From an optimization exercise on the open Yosys and OpenROAD flow, aimed at small area; shortcuts taken in it are not production practice.
In this exercise RTL edits were held to simulation tests only and were not proved equivalent to the original.
Power and IR drop assume default switching activity. The clock port is modelled as an ideal driver; clocking choices that lean on that would not hold on a real chip.

== job 8587 ==
## tl_ul_slave_top
module tl_ul_slave_top #(
	parameter int DEPTH = 64  
) (
	input  logic                   clk,
	input  logic                   rst,
	input  logic                   a_valid,
	output logic                   a_ready,
	input  logic [tl_opcode_w-1:0] a_opcode,
	input  logic [tl_param_w-1:0]  a_param,    
	input  logic [tl_addr_w-1:0]   a_address,
	input  logic [tl_size_w-1:0]   a_size,
	input  logic [tl_strb_w-1:0]   a_mask,
	input  logic [tl_data_w-1:0]   a_data,
	input  logic [tl_source_w-1:0] a_source,
	output logic                   d_valid,
	input  logic                   d_ready,
	output logic [tl_opcode_w-1:0] d_opcode,
	output logic [tl_param_w-1:0]  d_param,
	output logic [tl_size_w-1:0]   d_size,
	output logic [tl_sink_w-1:0]   d_sink,
	output logic [tl_source_w-1:0] d_source,
	output logic [tl_data_w-1:0]   d_data,
	output logic                   d_error
);
	logic                     clr;
	logic                     hit;
	logic [$clog2(DEPTH)-1:0] idx;
  ...
Size: roughly 4,600 cells after synthesis, ~4,200 flip-flops, roughly 210 I/O pins.
Settings: LEC_CHECK=0, CAP_MARGIN=20, CORE_MARGIN=2, CORE_UTILIZATION=55, SLEW_MARGIN=20; clock period 5.5 ns.
standard.sh (not shown) runs the stock make flow with config.mk's settings and CLKGATE_MAP_FILE= SYNTH_SCRIPT=/design/flow/synth_recipe.tcl, a recipe that flattens the netlist after the stock synthesis.
==> flow/flow/run.sh <==
#!/bin/bash
# Own flow: the standard ORFS layout (standard.sh, unchanged synthesis) with
#  - the smallest buffer on every port instead of ORFS's default choice,
#  - clock tree synthesis without dummy loads, with larger sink clusters.
set -euo pipefail
export BUFFER_PORTS_ARGS="-buffer_cell sky130_fd_sc_hd__buf_1"
export CTS_ARGS="-sink_clustering_enable -repair_clock_nets -dont_use_dummy_load -buf_list sky130_fd_sc_hd__clkbuf_16 -sink_clustering_size ${CTS_SIZE:-36} -sink_clustering_max_diameter ${CTS_DIAM:-70}"
bash standard.sh > standard_flow.log 2>&1
Changes in job 5358 relative to job 8587:
diff --git a/flow/config.mk b/flow/config.mk
--- a/flow/config.mk
+++ b/flow/config.mk
@@ -10 +10 @@
-export CORE_UTILIZATION = 55
+export CORE_UTILIZATION = 72
Notes after the runs:
Job 5358 vs. job 8587: maximum clock insertion buffer count stayed essentially flat, met1 track demand over resource climbed 7.0 points, first-pass iteration count of the detailed router held steady, delay of the slowest cell on the worst path closely matched the old numbers, post-route minimum period down 0.14 ns. Of the two values seen for endpoint of the most critical setup path, u_decode.buf_q[4]$_DFF_P_ was produced by job 5358 and u_decode.buf_q[59]$_DFF_P_ by job 8587. Job 5358 did not stop at any stage, and its layout met the timing, DRC and antenna checks. Against job 8587, job 5358 reports a final core area utilization that is higher. As far as total power after layout is concerned, job 5358 and job 8587 perform about the same. What job 5358 reported for post-route non-filler standard cell count has to be multiplied by 1.07 to get the figure for job 8587. Job 8587 → job 5358: worst reg2reg path depth saw an increase, routability-driven placement congestion ratio now larger, worst setup slack saw an increase. A critical path's slowest cell of sky130_fd_sc_hd__nor2_4 is what job 5358 shows, while sky130_fd_sc_hd__and3_2 belongs to job 8587.
#### Input delta (job 3139 over job 5358)
diff --git a/flow/flow/run.sh b/flow/flow/run.sh
--- a/flow/flow/run.sh
+++ b/flow/flow/run.sh
@@ -7 +7 @@
-export CTS_ARGS="-sink_clustering_enable -repair_clock_nets -dont_use_dummy_load -buf_list sky130_fd_sc_hd__clkbuf_16 -sink_clustering_size ${CTS_SIZE:-36} -sink_clustering_max_diameter ${CTS_DIAM:-70}"
+export CTS_ARGS="-sink_clustering_enable -repair_clock_nets -dont_use_dummy_load -buf_list sky130_fd_sc_hd__clkbuf_16 -sink_clustering_size ${CTS_SIZE:-38} -sink_clustering_max_diameter ${CTS_DIAM:-80}"
diff --git a/flow/config.mk b/flow/config.mk
--- a/flow/config.mk
+++ b/flow/config.mk
@@ -7,0 +8 @@
+export ABC_AREA = 1
@@ -10 +11 @@
-export CORE_UTILIZATION = 72
+export CORE_UTILIZATION = 65
## What came out
Looking at biggest fanout along the worst timing path, job 3139 sits 27% above job 5358.
Job 3139 vs job 5358: wire length of the first global-routing pass down slightly
Compared with job 5358, job 3139 shows ratio of final minimum period to clock period higher by 13 points.
met3 track utilization from global routing is lower on job 3139
The lower utilization of job 5358 and job 3139 is in job 3139.
On number of instances in the synthesized netlist, the higher figure sits with job 3139, not job 5358.
NOTE: number of clock buffers inserted by TritonCTS in job 3139 falls short of that of job 5358
The area occupied by registers on job 5358 is in line with that on job 3139.
## Diff of input files: job 742 against job 3139
diff --git a/flow/flow/run.sh b/flow/flow/run.sh
--- a/flow/flow/run.sh
+++ b/flow/flow/run.sh
@@ -7 +7 @@
-export CTS_ARGS="-sink_clustering_enable -repair_clock_nets -dont_use_dummy_load -buf_list sky130_fd_sc_hd__clkbuf_16 -sink_clustering_size ${CTS_SIZE:-38} -sink_clustering_max_diameter ${CTS_DIAM:-80}"
+export CTS_ARGS="-sink_clustering_enable -repair_clock_nets -dont_use_dummy_load -buf_list sky130_fd_sc_hd__clkbuf_16 -sink_clustering_size ${CTS_SIZE:-36} -sink_clustering_max_diameter ${CTS_DIAM:-70}"
diff --git a/flow/config.mk b/flow/config.mk
--- a/flow/config.mk
+++ b/flow/config.mk
@@ -8 +7,0 @@
-export ABC_AREA = 1
Summary: internal power, job 742 worse than job 3139
Changes observed in job 742 relative to job 3139: register-to-register slack grew by 0.03 ns, number of max-cap violations held steady, full die area shrank by 0.36%, number of cells in the design after placement shrank by about 3%.
| total power | higher: job 742 |
Measured against each other, job 742 and job 3139 differ in setup slack after layout, the higher figure coming from job 742.
For the fraction of layout cells with a size suffix above 1, job 742 came in 1.6 points higher than job 3139 did.
Changes observed in job 742 relative to job 3139: width of the die held steady, arrival time at the worst endpoint grew by 0.97 ns.
The following lists how job 1378 was set up differently from job 742:
diff --git a/flow/config.mk b/flow/config.mk
--- a/flow/config.mk
+++ b/flow/config.mk
@@ -7,0 +8 @@
+export ABC_AREA = 1
Having completed the whole flow, job 1378 delivered a layout that passed the timing, DRC and antenna checks. Diff job 742 -> job 1378: largest fanout of any net on the critical path climbed 16; worst-case clock skew increased 0.0073 ns; post-layout net count has increased; global-route usage climbed 0.40 points; area of all placed cells without fillers about even. [compare] base=job 742 new=job 1378: number of gates given a new drive strength after cts barely changed, total clock buffers created by CTS decreased by about 0.7% relative to the old numbers, area of placed instances ~0 delta, global routing met1 resource utilization went up 0.79 points, via count of the first global-routing pass increased 1,216.

==> port drivers added, routing unchanged <==
The flow's constraints put no driver on any port. The routed layouts listed below were extracted and timed again, unchanged, in two steps.
Step 1, drivers: a clkbuf_16 drives clk and a buf_2 each remaining input, both assumed.
Step 2, shift: input delay + t, output delay - t, t = (earliest + latest rising clock arrival at the registers) / 2. This alone moves slack from input paths to output paths.
Three values: ideal, step 1, step 2; two values: the first two.
run | t, ns | setup WS [ns] | worst setup path after step 2 | worst slew at a driven data input, ns | pins driven straight from the clock port
job 8587 | 0.830 | 2.113 / 2.113 / 2.113 | register to register | 0.21 | 1
job 5358 | 0.839 | 2.249 / 2.249 / 2.249 | register to register | 0.20 | 1
job 3139 | 0.834 | 1.526 / 1.450 / 2.259 | register to register | 0.20 | 1
job 742 | 0.833 | 2.293 / 2.293 / 2.293 | register to register | 0.20 | 1
job 1378 | 0.846 | 1.612 / 1.535 / 2.299 | register to register | 0.19 | 1
After both steps every run listed still meets setup and hold.
